Source: an optimization exercise on an open RTL-to-GDS flow (aim: small area, a short achievable clock period and few clock cycles). Production flows keep margins and buffers that such runs may drop. The RTL was checked by simulation tests, not by an equivalence proof against the original design. Power figures rest on the tool's default switching activity, not on a simulated workload.

==> flow/config.mk <==
export PLATFORM = sky130hd
export DESIGN_NAME = execute_stage_md
export DESIGN_NICKNAME = execute_stage_md
export VERILOG_FILES = /design/flow/design.v
export SDC_FILE = /design/flow/constraint.sdc
export NUM_CORES = 4
export LEC_CHECK = 0
export CAP_MARGIN = 20
export CORE_MARGIN = 2
export CORE_UTILIZATION = 40
export SLEW_MARGIN = 20
==> flow/constraint.sdc <==
create_clock -name core_clock -period 8.0 [get_ports {clk}]
set_input_delay 1.6000 -clock core_clock [delete_from_list [all_inputs] [get_ports {clk}]]
set_output_delay 1.6000 -clock core_clock [all_outputs]
set_load 0.01 [all_outputs]
==> flow/design.v <==
package exe_pkg;
  localparam logic [4:0] ALU_ADD   = 5'd0;
  localparam logic [4:0] ALU_SUB   = 5'd1;
  localparam logic [4:0] ALU_AND   = 5'd2;
  localparam logic [4:0] ALU_OR    = 5'd3;
  localparam logic [4:0] ALU_XOR   = 5'd4;
  localparam logic [4:0] ALU_NOR   = 5'd5;
  localparam logic [4:0] ALU_SLT   = 5'd6;
  localparam logic [4:0] ALU_SLTU  = 5'd7;
  localparam logic [4:0] ALU_SLL   = 5'd8;
  localparam logic [4:0] ALU_SRL   = 5'd9;
  localparam logic [4:0] ALU_SRA   = 5'd10;
  localparam logic [4:0] ALU_SLLV  = 5'd11;
  localparam logic [4:0] ALU_SRLV  = 5'd12;
  localparam logic [4:0] ALU_SRAV  = 5'd13;
  localparam logic [4:0] ALU_LUI   = 5'd14;
  localparam logic [4:0] ALU_MULT  = 5'd16;
  localparam logic [4:0] ALU_MULTU = 5'd17;
  localparam logic [4:0] ALU_DIV   = 5'd18;
  localparam logic [4:0] ALU_DIVU  = 5'd19;
  localparam logic [4:0] ALU_MFHI  = 5'd20;
  localparam logic [4:0] ALU_MFLO  = 5'd21;
  localparam logic [4:0] ALU_MTHI  = 5'd22;
  localparam logic [4:0] ALU_MTLO  = 5'd23;
  localparam logic [1:0] SRC_RD2  = 2'b00;
  localparam logic [1:0] SRC_SIMM = 2'b01;
  localparam logic [1:0] SRC_ZIMM = 2'b10;
  localparam logic [1:0] FWD_RD  = 2'b00;
  localparam logic [1:0] FWD_WB  = 2'b01;
  localparam logic [1:0] FWD_MEM = 2'b10;
  localparam logic [1:0] MDOP_MULT  = 2'd0;
  localparam logic [1:0] MDOP_MULTU = 2'd1;
  localparam logic [1:0] MDOP_DIV   = 2'd2;
  localparam logic [1:0] MDOP_DIVU  = 2'd3;
  typedef enum logic [1:0] {S_IDLE, S_MUL, S_DIV} md_state_t;
  function automatic logic [1:0] md_sel(input logic [4:0] op);
    case (op)
      ALU_MULTU: md_sel = MDOP_MULTU;
      ALU_DIV:   md_sel = MDOP_DIV;
      ALU_DIVU:  md_sel = MDOP_DIVU;
      default:   md_sel = MDOP_MULT;
    endcase
  endfunction
endpackage
module md_iter_unit
#(
  parameter int WIDTH = 32
) (
  input  logic             clk,
  input  logic             rst_n,
  input  logic             start,
  input  logic [1:0]       op,
  input  logic [WIDTH-1:0] a,
  input  logic [WIDTH-1:0] b,
  input  logic             wr_hi,
  input  logic             wr_lo,
  output logic             busy,
  output logic [WIDTH-1:0] hi,
  output logic [WIDTH-1:0] lo
);
  localparam int CW = $clog2(WIDTH + 1);
  exe_pkg::md_state_t state, state_nx;
  logic [CW-1:0] cnt;
  logic [WIDTH-1:0] acc, mq, dvs, hi_r, lo_r;
  logic neg_lo, neg_hi;
  logic is_signed, a_neg, b_neg, last, div_ge;
  logic [WIDTH-1:0] mag_a, mag_b, acc_nx, mq_nx, rem_sub, fin_hi, fin_lo;
  logic [WIDTH:0] mul_sum, shifted;
  logic [2*WIDTH-1:0] prod_fix;
  always_comb begin
    is_signed = (op == exe_pkg::MDOP_MULT) || (op == exe_pkg::MDOP_DIV);
    a_neg     = is_signed & a[WIDTH-1];
    b_neg     = is_signed & b[WIDTH-1];
    mag_a     = a_neg ? -a : a;
    mag_b     = b_neg ? -b : b;
    mul_sum = {1'b0, acc} + (mq[0] ? {1'b0, dvs} : '0);
    shifted = {acc, mq[WIDTH-1]};
    div_ge  = shifted >= {1'b0, dvs};
    rem_sub = shifted[WIDTH-1:0] - dvs;
    acc_nx = acc;
    mq_nx  = mq;
    if (state == exe_pkg::S_MUL) begin
      acc_nx = mul_sum[WIDTH:1];
      mq_nx  = {mul_sum[0], mq[WIDTH-1:1]};
    end else if (state == exe_pkg::S_DIV) begin
      acc_nx = div_ge ? rem_sub : shifted[WIDTH-1:0];
      mq_nx  = {mq[WIDTH-2:0], div_ge};
    end
    prod_fix = neg_lo ? -{acc_nx, mq_nx} : {acc_nx, mq_nx};
    fin_lo   = neg_lo ? -mq_nx : mq_nx;
    fin_hi   = neg_hi ? -acc_nx : acc_nx;
    if (state == exe_pkg::S_MUL) {fin_hi, fin_lo} = prod_fix;
    last     = (cnt == CW'(1));
    state_nx = state;
    case (state)
      exe_pkg::S_IDLE:  if (start) state_nx = op[1] ? exe_pkg::S_DIV : exe_pkg::S_MUL;
      default: if (last) state_nx = exe_pkg::S_IDLE;
    endcase
  end
  always_ff @(posedge clk or negedge rst_n) begin
    if (!rst_n) begin
      state  <= exe_pkg::S_IDLE;
      cnt    <= '0;
      acc    <= '0;
      mq     <= '0;
      dvs    <= '0;
      neg_lo <= 1'b0;
      neg_hi <= 1'b0;
      hi_r   <= '0;
      lo_r   <= '0;
    end else begin
      state <= state_nx;
      if (state == exe_pkg::S_IDLE) begin
        if (start) begin
          cnt    <= CW'(WIDTH);
          acc    <= '0;
          mq     <= op[1] ? mag_a : mag_b;
          dvs    <= op[1] ? mag_b : mag_a;
          neg_lo <= (a_neg ^ b_neg) & (!op[1] || (b != '0));
          neg_hi <= a_neg & op[1];
        end else begin
          if (wr_hi) hi_r <= a;
          if (wr_lo) lo_r <= a;
        end
      end else begin
        cnt <= cnt - CW'(1);
        acc <= acc_nx;
        mq  <= mq_nx;
        if (last) begin
          hi_r <= fin_hi;
          lo_r <= fin_lo;
        end
      end
    end
  end
  assign busy = (state != exe_pkg::S_IDLE);
  assign hi   = hi_r;
  assign lo   = lo_r;
endmodule
module execute_stage_md
#(
  parameter int WIDTH  = 32,
  parameter int RA_W   = 5,
  parameter int CTRL_W = 5
) (
  input  logic              clk,
  input  logic              rst_n,
  input  logic              ValidE,
  input  logic              RegDstE,
  input  logic [1:0]        ALUSrcE,
  input  logic [CTRL_W-1:0] ALUControlE,
  input  logic [4:0]        shamtE,
  input  logic [WIDTH-1:0]  Rd1E,
  input  logic [WIDTH-1:0]  Rd2E,
  input  logic [RA_W-1:0]   RsE,
  input  logic [RA_W-1:0]   RtE,
  input  logic [RA_W-1:0]   RdE,
  input  logic [15:0]       immE,
  input  logic [WIDTH-1:0]  signImmE,
  input  logic [WIDTH-1:0]  ALUOutMIn,
  input  logic [WIDTH-1:0]  ResultW,
  input  logic [1:0]        ForwardAE,
  input  logic [1:0]        ForwardBE,
  output logic [RA_W-1:0]   RsEtoHU,
  output logic [RA_W-1:0]   RtEtoHU,
  output logic              MdStallE,
  output logic              ValidM,
  output logic [WIDTH-1:0]  ALUOutM,
  output logic [WIDTH-1:0]  WriteDataM,
  output logic [RA_W-1:0]   WriteRegM,
  output logic              MdBusy
);
  logic [WIDTH-1:0] src_a, fwd_b, src_b, alu_res, hi, lo;
  logic md_group, md_arith, md_start, wr_hi, wr_lo;
  assign RsEtoHU = RsE;
  assign RtEtoHU = RtE;
  always_comb begin
    case (ForwardAE)
      exe_pkg::FWD_WB:  src_a = ResultW;
      exe_pkg::FWD_MEM: src_a = ALUOutMIn;
      default: src_a = Rd1E;
    endcase
    case (ForwardBE)
      exe_pkg::FWD_WB:  fwd_b = ResultW;
      exe_pkg::FWD_MEM: fwd_b = ALUOutMIn;
      default: fwd_b = Rd2E;
    endcase
    case (ALUSrcE)
      exe_pkg::SRC_SIMM: src_b = signImmE;
      exe_pkg::SRC_ZIMM: src_b = WIDTH'(immE);
      default:  src_b = fwd_b;
    endcase
  end
  always_comb begin
    alu_res = '0;
    case (ALUControlE)
      exe_pkg::ALU_ADD:  alu_res = src_a + src_b;
      exe_pkg::ALU_SUB:  alu_res = src_a - src_b;
      exe_pkg::ALU_AND:  alu_res = src_a & src_b;
      exe_pkg::ALU_OR:   alu_res = src_a | src_b;
      exe_pkg::ALU_XOR:  alu_res = src_a ^ src_b;
      exe_pkg::ALU_NOR:  alu_res = ~(src_a | src_b);
      exe_pkg::ALU_SLT:  alu_res = {{(WIDTH-1){1'b0}}, $signed(src_a) < $signed(src_b)};
      exe_pkg::ALU_SLTU: alu_res = {{(WIDTH-1){1'b0}}, src_a < src_b};
      exe_pkg::ALU_SLL:  alu_res = src_b << shamtE;
      exe_pkg::ALU_SRL:  alu_res = src_b >> shamtE;
      exe_pkg::ALU_SRA:  alu_res = $signed(src_b) >>> shamtE;
      exe_pkg::ALU_SLLV: alu_res = src_b << src_a[4:0];
      exe_pkg::ALU_SRLV: alu_res = src_b >> src_a[4:0];
      exe_pkg::ALU_SRAV: alu_res = $signed(src_b) >>> src_a[4:0];
      exe_pkg::ALU_LUI:  alu_res = WIDTH'({immE, {WIDTH{1'b0}}} >> 16);
      exe_pkg::ALU_MFHI: alu_res = hi;
      exe_pkg::ALU_MFLO: alu_res = lo;
      default:  alu_res = '0;
    endcase
  end
  assign md_group = (ALUControlE == exe_pkg::ALU_MULT)  || (ALUControlE == exe_pkg::ALU_MULTU) ||
                    (ALUControlE == exe_pkg::ALU_DIV)   || (ALUControlE == exe_pkg::ALU_DIVU)  ||
                    (ALUControlE == exe_pkg::ALU_MFHI)  || (ALUControlE == exe_pkg::ALU_MFLO)  ||
                    (ALUControlE == exe_pkg::ALU_MTHI)  || (ALUControlE == exe_pkg::ALU_MTLO);
  assign md_arith = (ALUControlE == exe_pkg::ALU_MULT)  || (ALUControlE == exe_pkg::ALU_MULTU) ||
                    (ALUControlE == exe_pkg::ALU_DIV)   || (ALUControlE == exe_pkg::ALU_DIVU);
  assign MdStallE = ValidE & MdBusy & md_group;
  assign md_start = ValidE & ~MdBusy & md_arith;
  assign wr_hi    = ValidE & ~MdStallE & (ALUControlE == exe_pkg::ALU_MTHI);
  assign wr_lo    = ValidE & ~MdStallE & (ALUControlE == exe_pkg::ALU_MTLO);
  md_iter_unit #(.WIDTH(WIDTH)) u_md (
    .clk   (clk),
    .rst_n (rst_n),
    .start (md_start),
    .op    (exe_pkg::md_sel(ALUControlE)),
    .a     (src_a),
    .b     (fwd_b),
    .wr_hi (wr_hi),
    .wr_lo (wr_lo),
    .busy  (MdBusy),
    .hi    (hi),
    .lo    (lo)
  );
  always_ff @(posedge clk or negedge rst_n) begin
    if (!rst_n) begin
      ValidM     <= 1'b0;
      ALUOutM    <= '0;
      WriteDataM <= '0;
      WriteRegM  <= '0;
    end else begin
      ValidM     <= ValidE & ~MdStallE;
      ALUOutM    <= alu_res;
      WriteDataM <= fwd_b;
      WriteRegM  <= RegDstE ? RdE : RtE;
    end
  end
endmodule
==> flow/run.sh <==
#!/bin/bash
# synth_recipe.tcl (not shown) runs the flow's synth.tcl, then flattens the netlist and writes it again
# the make line also repeats each setting of config.mk as NAME=value (left out here)
make -C /OpenROAD-flow-scripts/flow DESIGN_CONFIG=/design/flow/config.mk WORK_HOME=/design/flow/orfs CLKGATE_MAP_FILE= SYNTH_SCRIPT=/design/flow/synth_recipe.tcl finish
==> impl_metrics.tcl <==
set metrics [dict create \
    io_buffers 282 \
    yosys.area.top_type "dfrtp_1" \
    setup_viol 0 \
    placed_cells 5381 \
    num_vias 37300 \
    finish.instance_area_um2 36000 \
    cts.sinks 240 \
    synth-main-ff-cell "dfrtp_1" \
    fin_hold_ws_ps 477 \
    slowest_stage "o41ai_1" \
    cts_tree "built" \
    max-slew-margin-rel_pct 14.5 \
    postCtsHoldBufs 0 \
    layout-drive-gt1-share_pct 9.61 \
    cp.required_ps 8450 \
    grt_max_degree 103 \
    synth_area_leaders "dfrtp_1 20%, a21oi_1 7.3%, ha_1 7.1%" \
    power_density_nw_per_um2 391 \
    status "no timing/DRC/antenna violations" \
    grt_pass1_wl_um 259000 \
    io-pin-count 293 \
    startpoint_type "register" \
    yosysTopAreaCellShare_pct 19.9 \
    crit_arrival_ps 7790 \
    detail-route-antenna-nets 0 \
    hold_viol_final 0 \
    cts_buffer_depth 3 \
    htreeDepth 2 \
    finalCritPeriodShare_pct 91.7 \
    p_leak_nw 15.0 \
    core_um2 74400 \
    crit_type "reg -> reg" \
    critical_path.max_fanout 6 \
    synthesis.area_um2 30100 \
    finalPower_w 0.0141 \
    end_kind "register" \
    drt_iter0_drc 6416 \
    cts_resized 0 \
    clock_skew_ps 55.5 \
    grt_pass1_vias 33300 \
    clk_latency_ps 610 \
    die_area_um2 77500 \
    ys_types 92 \
    synth-seq-cells 240 \
    gp_congestion 1.11 \
    wirelength_um 187000 \
    numCtsBuffers 34 \
    final_net_count 4836 \
    yosys_warnings 2 \
    cts_root_buf "clkbuf_16" \
    holdCritPathClass "reg -> reg" \
    viasPerCell 6.84 \
    ys_async_sr_fraction_pct 100 \
    rsz0062_at_grt "no" \
    areaGrowthSynthToFinish_pct 19.5 \
    dr.pass1.iters 11 \
    tns_ps 0 \
    fmax_mhz 136 \
    fp-row-count 100 \
    syn_inst 4227 \
    path_buf_inv 2 \
    synth_edf_count 0 \
    fp.dieW_um 278 \
    avgSynthCellArea_um2 7.13 \
    routedWlPerCell_um 34.4 \
    layoutNonFillerInstCount 5447 \
    crit_family "compound AO/OA/AOI/OAI gates" \
    slowest_delay_ps 820 \
    ir_drop_v 0.000342 \
    path_clk_slew_ps 60 \
    placed_cell_area_um2 34800 \
    maxCapViolations 0 \
    cp_cell_sequence "inv_1 > ha_1 > nor2b_1 > o31a_1 > o211ai_1 > a2111oi_4 > o41ai_1 > nor2b_1 > ha_1 > inv_1 > or3_1 > or2_2 > nand2b_1 > or2_2 > o21ai_0 > xnor2_1 > a21oi_1 > a211oi_1 > o21ai_0" \
    drc 0 \
    maxSlewViolCount 0 \
    antenna_found_initial 12 \
    postCtsSetupBuffers 0 \
    die_h_um 278 \
    gr-usage-all-layers_pct 46.6 \
    grt_overflow 0 \
    ys_seq_area_share_pct 19.9 \
    finalCriticalPeriod_ps 7340 \
    dp_hpwl_um 151000 \
    start_util_pct 40.5 \
    syn_nets 4614 \
    worstMarginPinSlew_ps 1270 \
]
metal layers:
metal	vias to the layer above	global-route usage [%]	wire [um]
met3	460	18.7	28900
met5	-	0	114
met1	17900	64.7	77000
li1	16000	-	-
met4	18	22.2	11000
met2	2843	61.8	70300
synth_stat cells (8+ instances only):
| library cell | instances |
|---|---|
| or2_2 | 13 |
| or3_1 | 25 |
| o21bai_1 | 29 |
| o31ai_1 | 31 |
| nand3_1 | 80 |
| nor4_1 | 25 |
| mux2i_1 | 168 |
| nor2_1 | 424 |
| inv_1 | 169 |
| o21ai_0 | 371 |
| nor3_1 | 85 |
| a41oi_1 | 12 |
| o211ai_1 | 72 |
| buf_4 | 11 |
| a221o_1 | 36 |
| and2_1 | 27 |
| o2111ai_1 | 11 |
| nand2_1 | 491 |
| o221ai_1 | 36 |
| a221oi_1 | 40 |
| a31oi_1 | 64 |
| o21ai_1 | 44 |
| and3_1 | 34 |
| a222oi_1 | 9 |
| o22ai_1 | 42 |
| nor2b_1 | 29 |
| a22o_1 | 20 |
| nand4_1 | 43 |
| nand2b_1 | 29 |
| mux2_2 | 63 |
| buf_1 | 33 |
| xnor2_1 | 101 |
| o21a_1 | 20 |
| ha_1 | 172 |
| a211oi_1 | 75 |
| a21o_1 | 53 |
| a21oi_1 | 437 |
| a2111oi_0 | 8 |
| buf_2 | 10 |
| xor2_1 | 47 |
| dfrtp_1 | 240 |
| o41ai_1 | 10 |
| a211o_1 | 11 |
| a22oi_1 | 91 |
| clkbuf_1 | 258 |
sequential cells by signal (all words and copies together) (netlist names), 5 cells and up:
register / flops
ALUOutM: 32
WriteDataM: 32
u_md.acc: 32
u_md.dvs: 32
u_md.hi_r: 32
u_md.lo_r: 32
u_md.mq: 32
u_md.cnt: 6
WriteRegM: 5
metrics by stage:
stage	util, %	worst slack, ps
finish	48.4	664
global route	48.3	600
CTS	48.3	1150
detailed placement	46.7	679
global placement	46.7	740
floorplan	-	1710
power by group:
group | total (W) | leakage, nW | switching [W] | internal [W]
clock | 0.00169 | 0.585 | 0.000725 | 0.000961
combinational | 0.0101 | 11.5 | 0.00664 | 0.00350
sequential | 0.00225 | 2.85 | 0.000527 | 0.00172
worst reg2reg max path: cells and delay by family, from the launching register on:
family | cells | cell delay [ps]
AOI/OAI and AO/OA | 8 | 3450
buffers and inverters | 2 | 230
adders and majority gates | 2 | 640
DFF | 1 | 550
xor gates and xnor gates | 1 | 200
and+or+nand+nor | 6 | 2110
final cells by class:
class	count	area (um^2)
antenna	3	7.51
clock buffer	45	962
clock inverter	17	238
fill	7524	38400
inverter	172	648
multi-input combinational	3502	22400
sequential	240	6010
tap	969	1210
timing repair buffer	499	4500
cells in the final DEF, fill, tap and decap left out, drive strengths merged, types with 32 or more instances in the layout:
master,n
nand2,491
a21oi,438
nor2,424
o21ai,415
clkdlybuf4s50,280
dfrtp,240
buf,219
ha,172
inv,171
mux2i,168
xnor2,101
a22oi,91
nor3,87
nand3,82
a211oi,76
o211ai,72
a31oi,65
mux2,63
a21o,53
xor2,47
clkbuf,45
nand4,43
o22ai,42
a221oi,41
a221o,36
o221ai,36
and3,35
o31ai,32
final timing paths:
check                               from  slack (ps)  cells past startpoint             to
max                          u_md.dvs[1]         660                     19   u_md.hi_r[0]
min reg2reg                u_md.lo_r[11]         480                      1  u_md.lo_r[11]
max reg2reg                  u_md.dvs[1]         660                     19   u_md.hi_r[0]
max in group asynchronous          rst_n        5610                      2   u_md.dvs[17]
min in group asynchronous          rst_n        1010                      1     ALUOutM[4]
min                        u_md.lo_r[11]         480                      1  u_md.lo_r[11]
logic make-up after synthesis:
kind of cell / count (synthesis) / synth area share, %
AOI/OAI and AO/OA: 1603 / 34.1
and+or+nand+nor: 1343 / 20.0
buffers and inverters: 485 / 6.25
DFF: 240 / 19.9
muxes: 232 / 8.01
adders and majority gates: 176 / 7.41
xor gates and xnor gates: 148 / 4.30
Testbench counts, summed over its fixed seeds: cycles 9,834.

==> re-timing with driven ports <==
The results above use ideal ports. As a check the final layout listed here was re-extracted and re-timed, cells and wires unchanged.
Step 1 (the two cells are an assumption about what drives the block):
set clk [get_ports {clk}]
set_driving_cell -lib_cell sky130_fd_sc_hd__clkbuf_16 $clk
set_driving_cell -lib_cell sky130_fd_sc_hd__buf_2 [delete_from_list [all_inputs] $clk]
Step 2 moves the port delays by t, midway between the first and last clock arrival at a register: inputs arrive t later, outputs are due t later. That takes back most of the time a late clock gives input paths.
a / b / c = ideal ports / drivers / drivers and shift; a / b = the first two.
shift t [ns]: 0.653
slack for setup (ns): 0.664 / 0.664 / 0.398
hold slack, ns: 0.477 / 0.477 / 0.477
cell pins on the clock port's net: 1
After both steps setup and hold are still met in this run. For this run, drivers alone change the setup slack by 0.000 ns; drivers and shift together by -0.266 ns.
